This design comes from an exercise in tuning for small area on the open sky130 flow, not from production work. Where RTL was checked, it was by simulation tests only, not by an equivalence proof against the original. Power figures rest on the tool's default switching activity, not on a simulated workload.

==> flow/design.v <==
`default_nettype none
package msix_pkg;
    localparam int HDR_W  = 64;
    localparam int DATA_W = 64;
    localparam int BEAT_W = HDR_W + DATA_W;
    typedef enum logic [7:0] {
        KIND_MRD  = 8'h00,
        KIND_MWR  = 8'h40,
        KIND_CPL  = 8'h4a,
        KIND_INTR = 8'h30
    } kind_t;
    localparam logic [3:0] CPL_OK          = 4'h0;
    localparam logic [3:0] CPL_UNSUPPORTED = 4'h1;
    typedef struct packed {
        kind_t       kind;
        logic [3:0]  bar;
        logic [3:0]  length;
        logic [7:0]  tag;
        logic [39:0] addr;
    } req_hdr_t;
    typedef struct packed {
        kind_t       kind;
        logic [15:0] vector;
        logic [39:0] rsvd;
    } intr_hdr_t;
    typedef union packed {
        req_hdr_t  req;
        intr_hdr_t intr;
    } hdr_word_u;
endpackage
`default_nettype wire
`timescale 1ns/1ps
`default_nettype none
module msix_shim_top #(
    parameter int TABLE_SIZE    = 8,
    parameter int TABLE_OFFSET  = 32'h2000,
    parameter int MSIX_BAR      = 0,
    parameter int BAR_LOG2_SIZE = 14
) (
    input  logic                        clk,
    input  logic                        rst_n,
    input  logic                        rx_in_valid,
    output logic                        rx_in_ready,
    input  logic [msix_pkg::BEAT_W-1:0] rx_in_data,
    input  logic                        rx_in_last,
    output logic                        rx_out_valid,
    input  logic                        rx_out_ready,
    output logic [msix_pkg::BEAT_W-1:0] rx_out_data,
    output logic                        rx_out_last,
    input  logic                        tx_in_valid,
    output logic                        tx_in_ready,
    input  logic [msix_pkg::BEAT_W-1:0] tx_in_data,
    input  logic                        tx_in_last,
    output logic                        tx_out_valid,
    input  logic                        tx_out_ready,
    output logic [msix_pkg::BEAT_W-1:0] tx_out_data,
    output logic                        tx_out_last
);
    logic [1023:0] ring;
    logic [4:0]    phase;
    logic          clearing;
    logic          rx_sop;
    logic          tx_sop;
    logic          half;        
    logic [31:0] st31, st30, st1, st0;
    assign st31 = ring[1023:992];
    assign st30 = ring[991:960];
    assign st1  = ring[63:32];
    assign st0  = ring[31:0];
    logic [7:0] rx_kind;
    logic [3:0] rx_len;
    logic [4:0] rx_w;
    logic       is_tbl, is_wr, len2, form_ok, ph_w, ph_pair;
    logic       wr_now, wr_acc, cpl_go;
    assign rx_kind = rx_in_data[63:56];
    assign rx_len  = rx_in_data[51:48];
    assign rx_w    = rx_in_data[6:2];
    assign is_tbl  = rx_sop && (rx_kind[7] == 1'b0) && (rx_kind[5:0] == 6'd0) &&
                     (rx_in_data[55:52] == 4'd0) &&
                     (rx_in_data[13:7] == 7'b1000000);
    assign is_wr   = rx_kind[6];
    assign len2    = (rx_len == 4'd2);
    assign form_ok = (rx_len == 4'd1) || (len2 && !rx_in_data[2]);
    assign ph_w    = (phase == rx_w);
    assign ph_pair = (phase[4:1] == rx_w[4:1]);
    assign wr_now = rx_in_valid && is_tbl && is_wr && form_ok && !clearing &&
                    (len2 ? (ph_pair && (!phase[0] || half)) : ph_w);
    assign wr_acc = len2 ? phase[0] : 1'b1;
    assign cpl_go = rx_in_valid && is_tbl && !is_wr && !clearing && ph_w && tx_sop;
    assign rx_out_valid = rx_in_valid && !is_tbl;
    assign rx_out_data  = rx_in_data;
    assign rx_out_last  = rx_in_last;
    assign rx_in_ready = !is_tbl ? rx_out_ready :
                         is_wr   ? (!form_ok || (wr_now && wr_acc)) :
                                   (cpl_go && tx_out_ready);
    logic       is_intr, vec_big, intr_slot, intr_go;
    assign is_intr   = tx_sop && (tx_in_data[63:56] == 8'h30);
    assign vec_big   = |tx_in_data[55:43];
    assign intr_slot = !clearing && !wr_now && (phase == {tx_in_data[42:40], 2'b10});
    assign intr_go   = intr_slot && !vec_big && !st30[0] && !cpl_go;
    assign tx_in_ready = is_intr ? (vec_big || (intr_slot && (st30[0] || (!cpl_go && tx_out_ready))))
                                 : (!cpl_go && tx_out_ready);
    assign tx_out_valid = cpl_go || (tx_in_valid && (is_intr ? intr_go : !cpl_go));
    logic [31:0] ring_in;
    logic        in_lo, in_hi, in_keep;
    assign in_hi   = wr_now && len2 && phase[0];
    assign in_lo   = wr_now && !(len2 && phase[0]);
    assign in_keep = !wr_now && !clearing;
    logic sel_p, sel_c, sel_i, sel_c_lo, sel_c_hi;
    assign sel_c    = cpl_go;
    assign sel_i    = !cpl_go && is_intr;
    assign sel_p    = !cpl_go && !is_intr;
    assign sel_c_lo = cpl_go && form_ok;
    assign sel_c_hi = cpl_go && form_ok && len2;
    for (genvar i = 0; i < 32; i++) begin : g_o
        msix_ao2 u_hi (.a(tx_in_data[96+i]), .sa(sel_p), .b(st30[i]), .sb(sel_c_hi), .y(tx_out_data[96+i]));
        msix_ao2 u_lo (.a(tx_in_data[64+i]), .sa(sel_p), .b(st31[i]), .sb(sel_c_lo || sel_i), .y(tx_out_data[64+i]));
        msix_ao3 u_ad (.a(tx_in_data[i]), .sa(sel_p), .b(rx_in_data[i]), .sb(sel_c), .c(st1[i]), .sc(sel_i), .y(tx_out_data[i]));
        msix_ao3 u_in (.a(rx_in_data[64+i]), .sa(in_lo), .b(rx_in_data[96+i]), .sb(in_hi), .c(st31[i]), .sc(in_keep), .y(ring_in[i]));
    end
    for (genvar i = 0; i < 8; i++) begin : g_a
        msix_ao3 u_ah (.a(tx_in_data[32+i]), .sa(sel_p), .b(rx_in_data[32+i]), .sb(sel_c), .c(st0[i]), .sc(sel_i), .y(tx_out_data[32+i]));
        msix_ao2 u_tg (.a(tx_in_data[40+i]), .sa(sel_p), .b(rx_in_data[40+i]), .sb(sel_c), .y(tx_out_data[40+i]));
    end
    always_comb begin
        tx_out_data[63:56]  = ({8{sel_p}} & tx_in_data[63:56]) | (sel_c ? 8'h4a : 8'h00) | (sel_i ? 8'h40 : 8'h00);
        tx_out_data[55:52]  = ({4{sel_p}} & tx_in_data[55:52]) | {3'b000, sel_c && !form_ok};
        tx_out_data[51:48]  = ({4{sel_p}} & tx_in_data[51:48]) | ({4{sel_c}} & rx_in_data[51:48]) | {3'b000, sel_i};
        tx_out_last         = tx_in_last || !sel_p;
    end
    always_ff @(posedge clk) begin
        if (!rst_n) begin
            phase    <= 5'd0;
            clearing <= 1'b1;
            rx_sop   <= 1'b1;
            tx_sop   <= 1'b1;
            half     <= 1'b0;
        end else begin
            half  <= wr_now && len2 && !phase[0];
            phase <= phase + 5'd1;
            if (phase == 5'd31) clearing <= 1'b0;
            if (rx_in_valid && rx_in_ready) rx_sop <= rx_in_last;
            if (tx_in_valid && tx_in_ready) tx_sop <= tx_in_last;
        end
    end
    always_ff @(posedge clk) begin
        ring <= {ring[991:0], ring_in};
    end
endmodule
`default_nettype wire
module msix_ao2 (
    input  logic a, sa, b, sb,
    output logic y
);
    assign y = (a && sa) || (b && sb);
endmodule
module msix_ao3 (
    input  logic a, sa, b, sb, c, sc,
    output logic y
);
    assign y = (a && sa) || (b && sb) || (c && sc);
endmodule
==> flow/config.mk <==
export PLATFORM = sky130hd
export DESIGN_NAME = msix_shim_top
export DESIGN_NICKNAME = msix_shim_top
export VERILOG_FILES = /design/flow/design.v
export SDC_FILE = /design/flow/constraint.sdc
export NUM_CORES = 4
export LEC_CHECK = 0
export CAP_MARGIN = 20
export CORE_MARGIN = 2
export CORE_UTILIZATION = 60
export PLACE_DENSITY = 0.7
export SLEW_MARGIN = 20
export SYNTH_HIERARCHICAL = 1
==> flow/constraint.sdc <==
create_clock -name core_clock -period 4.5 [get_ports {clk}]
set_input_delay 0.9000 -clock core_clock [delete_from_list [all_inputs] [get_ports {clk}]]
set_output_delay 0.9000 -clock core_clock [all_outputs]
set_load 0.01 [all_outputs]
standard.sh (not shown) runs the stock make flow with config.mk's settings and CLKGATE_MAP_FILE= SYNTH_SCRIPT=/design/flow/synth_recipe.tcl, a recipe that flattens the netlist after the stock synthesis.
==> flow/flow/run.sh <==
#!/bin/bash
set -euo pipefail
source flow/knobs.sh
CTS_ARGS_V="-sink_clustering_enable -repair_clock_nets -dont_use_dummy_load"
[[ -n "${CTS_SIZE:-}" ]] && CTS_ARGS_V+=" -sink_clustering_size ${CTS_SIZE}"
[[ -n "${CTS_DIAM:-}" ]] && CTS_ARGS_V+=" -sink_clustering_max_diameter ${CTS_DIAM}"
[[ -n "${CTS_BUFS:-}" ]] && CTS_ARGS_V+=" -buf_list {${CTS_BUFS}}"

bash standard.sh \
  BUFFER_PORTS_ARGS="-buffer_cell sky130_fd_sc_hd__buf_1" \
  CTS_ARGS="${CTS_ARGS_V}" \
  finish > make_finish.log 2>&1
==> flow/flow/knobs.sh <==
CTS_SIZE=20; CTS_DIAM=60; CTS_BUFS="sky130_fd_sc_hd__clkbuf_8"
Rerun with:
--- a/flow/design.v
+++ b/flow/design.v
@@ -83,54 +83,57 @@
     assign form_ok = (rx_len == 4'd1) || (len2 && !rx_in_data[2]);
     assign ph_w    = (phase == rx_w);
     assign ph_pair = (phase[4:1] == rx_w[4:1]);
     assign wr_now = rx_in_valid && is_tbl && is_wr && form_ok && !clearing &&
                     (len2 ? (ph_pair && (!phase[0] || half)) : ph_w);
     assign wr_acc = len2 ? phase[0] : 1'b1;
-    assign cpl_go = rx_in_valid && is_tbl && !is_wr && !clearing && ph_w && tx_sop;
+    assign cpl_go = rx_in_valid && is_tbl && !is_wr && !clearing && ph_w && tx_sop && !tx_in_valid;
     assign rx_out_valid = rx_in_valid && !is_tbl;
     assign rx_out_data  = rx_in_data;
     assign rx_out_last  = rx_in_last;
     assign rx_in_ready = !is_tbl ? rx_out_ready :
                          is_wr   ? (!form_ok || (wr_now && wr_acc)) :
                                    (cpl_go && tx_out_ready);
     logic       is_intr, vec_big, intr_slot, intr_go;
     assign is_intr   = tx_sop && (tx_in_data[63:56] == 8'h30);
     assign vec_big   = |tx_in_data[55:43];
     assign intr_slot = !clearing && !wr_now && (phase == {tx_in_data[42:40], 2'b10});
-    assign intr_go   = intr_slot && !vec_big && !st30[0] && !cpl_go;
-    assign tx_in_ready = is_intr ? (vec_big || (intr_slot && (st30[0] || (!cpl_go && tx_out_ready))))
-                                 : (!cpl_go && tx_out_ready);
-    assign tx_out_valid = cpl_go || (tx_in_valid && (is_intr ? intr_go : !cpl_go));
+    assign intr_go   = intr_slot && !vec_big && !st30[0];
+    assign tx_in_ready = is_intr ? (vec_big || (intr_slot && (st30[0] || tx_out_ready)))
+                                 : tx_out_ready;
+    assign tx_out_valid = cpl_go || (tx_in_valid && (!is_intr || intr_go));
     logic [31:0] ring_in;
     logic        in_lo, in_hi, in_keep;
     assign in_hi   = wr_now && len2 && phase[0];
     assign in_lo   = wr_now && !(len2 && phase[0]);
     assign in_keep = !wr_now && !clearing;
     logic sel_p, sel_c, sel_i, sel_c_lo, sel_c_hi;
-    assign sel_c    = cpl_go;
-    assign sel_i    = !cpl_go && is_intr;
-    assign sel_p    = !cpl_go && !is_intr;
-    assign sel_c_lo = cpl_go && form_ok;
-    assign sel_c_hi = cpl_go && form_ok && len2;
+    assign sel_c    = !tx_in_valid;
+    assign sel_i    = tx_in_valid && is_intr;
+    assign sel_p    = tx_in_valid && !is_intr;
+    assign sel_c_lo = !tx_in_valid && form_ok;
+    assign sel_c_hi = !tx_in_valid && form_ok && len2;
     for (genvar i = 0; i < 32; i++) begin : g_o
         msix_ao2 u_hi (.a(tx_in_data[96+i]), .sa(sel_p), .b(st30[i]), .sb(sel_c_hi), .y(tx_out_data[96+i]));
         msix_ao2 u_lo (.a(tx_in_data[64+i]), .sa(sel_p), .b(st31[i]), .sb(sel_c_lo || sel_i), .y(tx_out_data[64+i]));
         msix_ao3 u_ad (.a(tx_in_data[i]), .sa(sel_p), .b(rx_in_data[i]), .sb(sel_c), .c(st1[i]), .sc(sel_i), .y(tx_out_data[i]));
         msix_ao3 u_in (.a(rx_in_data[64+i]), .sa(in_lo), .b(rx_in_data[96+i]), .sb(in_hi), .c(st31[i]), .sc(in_keep), .y(ring_in[i]));
     end
     for (genvar i = 0; i < 8; i++) begin : g_a
         msix_ao3 u_ah (.a(tx_in_data[32+i]), .sa(sel_p), .b(rx_in_data[32+i]), .sb(sel_c), .c(st0[i]), .sc(sel_i), .y(tx_out_data[32+i]));
         msix_ao2 u_tg (.a(tx_in_data[40+i]), .sa(sel_p), .b(rx_in_data[40+i]), .sb(sel_c), .y(tx_out_data[40+i]));
     end
-    always_comb begin
-        tx_out_data[63:56]  = ({8{sel_p}} & tx_in_data[63:56]) | (sel_c ? 8'h4a : 8'h00) | (sel_i ? 8'h40 : 8'h00);
-        tx_out_data[55:52]  = ({4{sel_p}} & tx_in_data[55:52]) | {3'b000, sel_c && !form_ok};
-        tx_out_data[51:48]  = ({4{sel_p}} & tx_in_data[51:48]) | ({4{sel_c}} & rx_in_data[51:48]) | {3'b000, sel_i};
-        tx_out_last         = tx_in_last || !sel_p;
+    for (genvar i = 0; i < 4; i++) begin : g_l
+        if (i == 0)
+            msix_ao3 u_ln (.a(tx_in_data[48+i]), .sa(sel_p), .b(rx_in_data[48+i]), .sb(sel_c), .c(1'b1), .sc(sel_i), .y(tx_out_data[48+i]));
+        else
+            msix_ao2 u_ln (.a(tx_in_data[48+i]), .sa(sel_p), .b(rx_in_data[48+i]), .sb(sel_c), .y(tx_out_data[48+i]));
     end
+    assign tx_out_data[63:56] = ({8{sel_p}} & tx_in_data[63:56]) | (sel_c ? 8'h4a : 8'h00) | (sel_i ? 8'h40 : 8'h00);
+    assign tx_out_data[55:52] = ({4{sel_p}} & tx_in_data[55:52]) | {3'b000, sel_c && !form_ok};
+    assign tx_out_last        = tx_in_last || !sel_p;
     always_ff @(posedge clk) begin
         if (!rst_n) begin
             phase    <= 5'd0;
             clearing <= 1'b1;
             rx_sop   <= 1'b1;
             tx_sop   <= 1'b1;
Result:
- maximum frequency goes up by 10%
- total power goes up by 1.1%
- global-route usage goes up by 3.5 points
- die area goes down by 0.31%
- count of clock-buffer cells in the layout goes up by 1
- hold slack gains 0.018 ns
- routed wire length goes up by 15%
- final cell count goes down by 0.80%
- first-iteration DRC count goes up by 1.8%
- combinational power goes up by 19%
For the second run of this note, only the layout was checked, not whether the RTL still works.

==> port drivers added, routing unchanged <==
No port has a modelled driver above. Below, the same layouts with a new extraction and two added sets of constraints. Step 1 (the two cells are an assumption about what drives the block):
set clk [get_ports {clk}]
set_driving_cell -lib_cell sky130_fd_sc_hd__clkbuf_16 $clk
set_driving_cell -lib_cell sky130_fd_sc_hd__buf_2 [delete_from_list [all_inputs] $clk]
Step 2 adds t to the input delays and takes it off the output delays; t is the mean of the earliest and latest rising clock arrival at the registers after step 1. Input paths then give back, and output paths get back, about the clock's delay inside the block. a / b / c = no drivers / after step 1 / after step 2; a / b = the first two.
run	shift t [ns]	slack for setup (ns)	latest minus earliest clock arrival (ns)	worst slew at a driven data input, ns
the first run	0.690	0.135 / 0.098 / 0.098	0.075 / 0.075	0.09
the second run	0.679	0.540 / 0.467 / 0.467	0.097 / 0.096	0.11
After both steps every run listed still meets setup and hold. For the second run, which loses most, drivers alone change the setup slack by -0.073 ns; drivers and shift together by -0.073 ns.
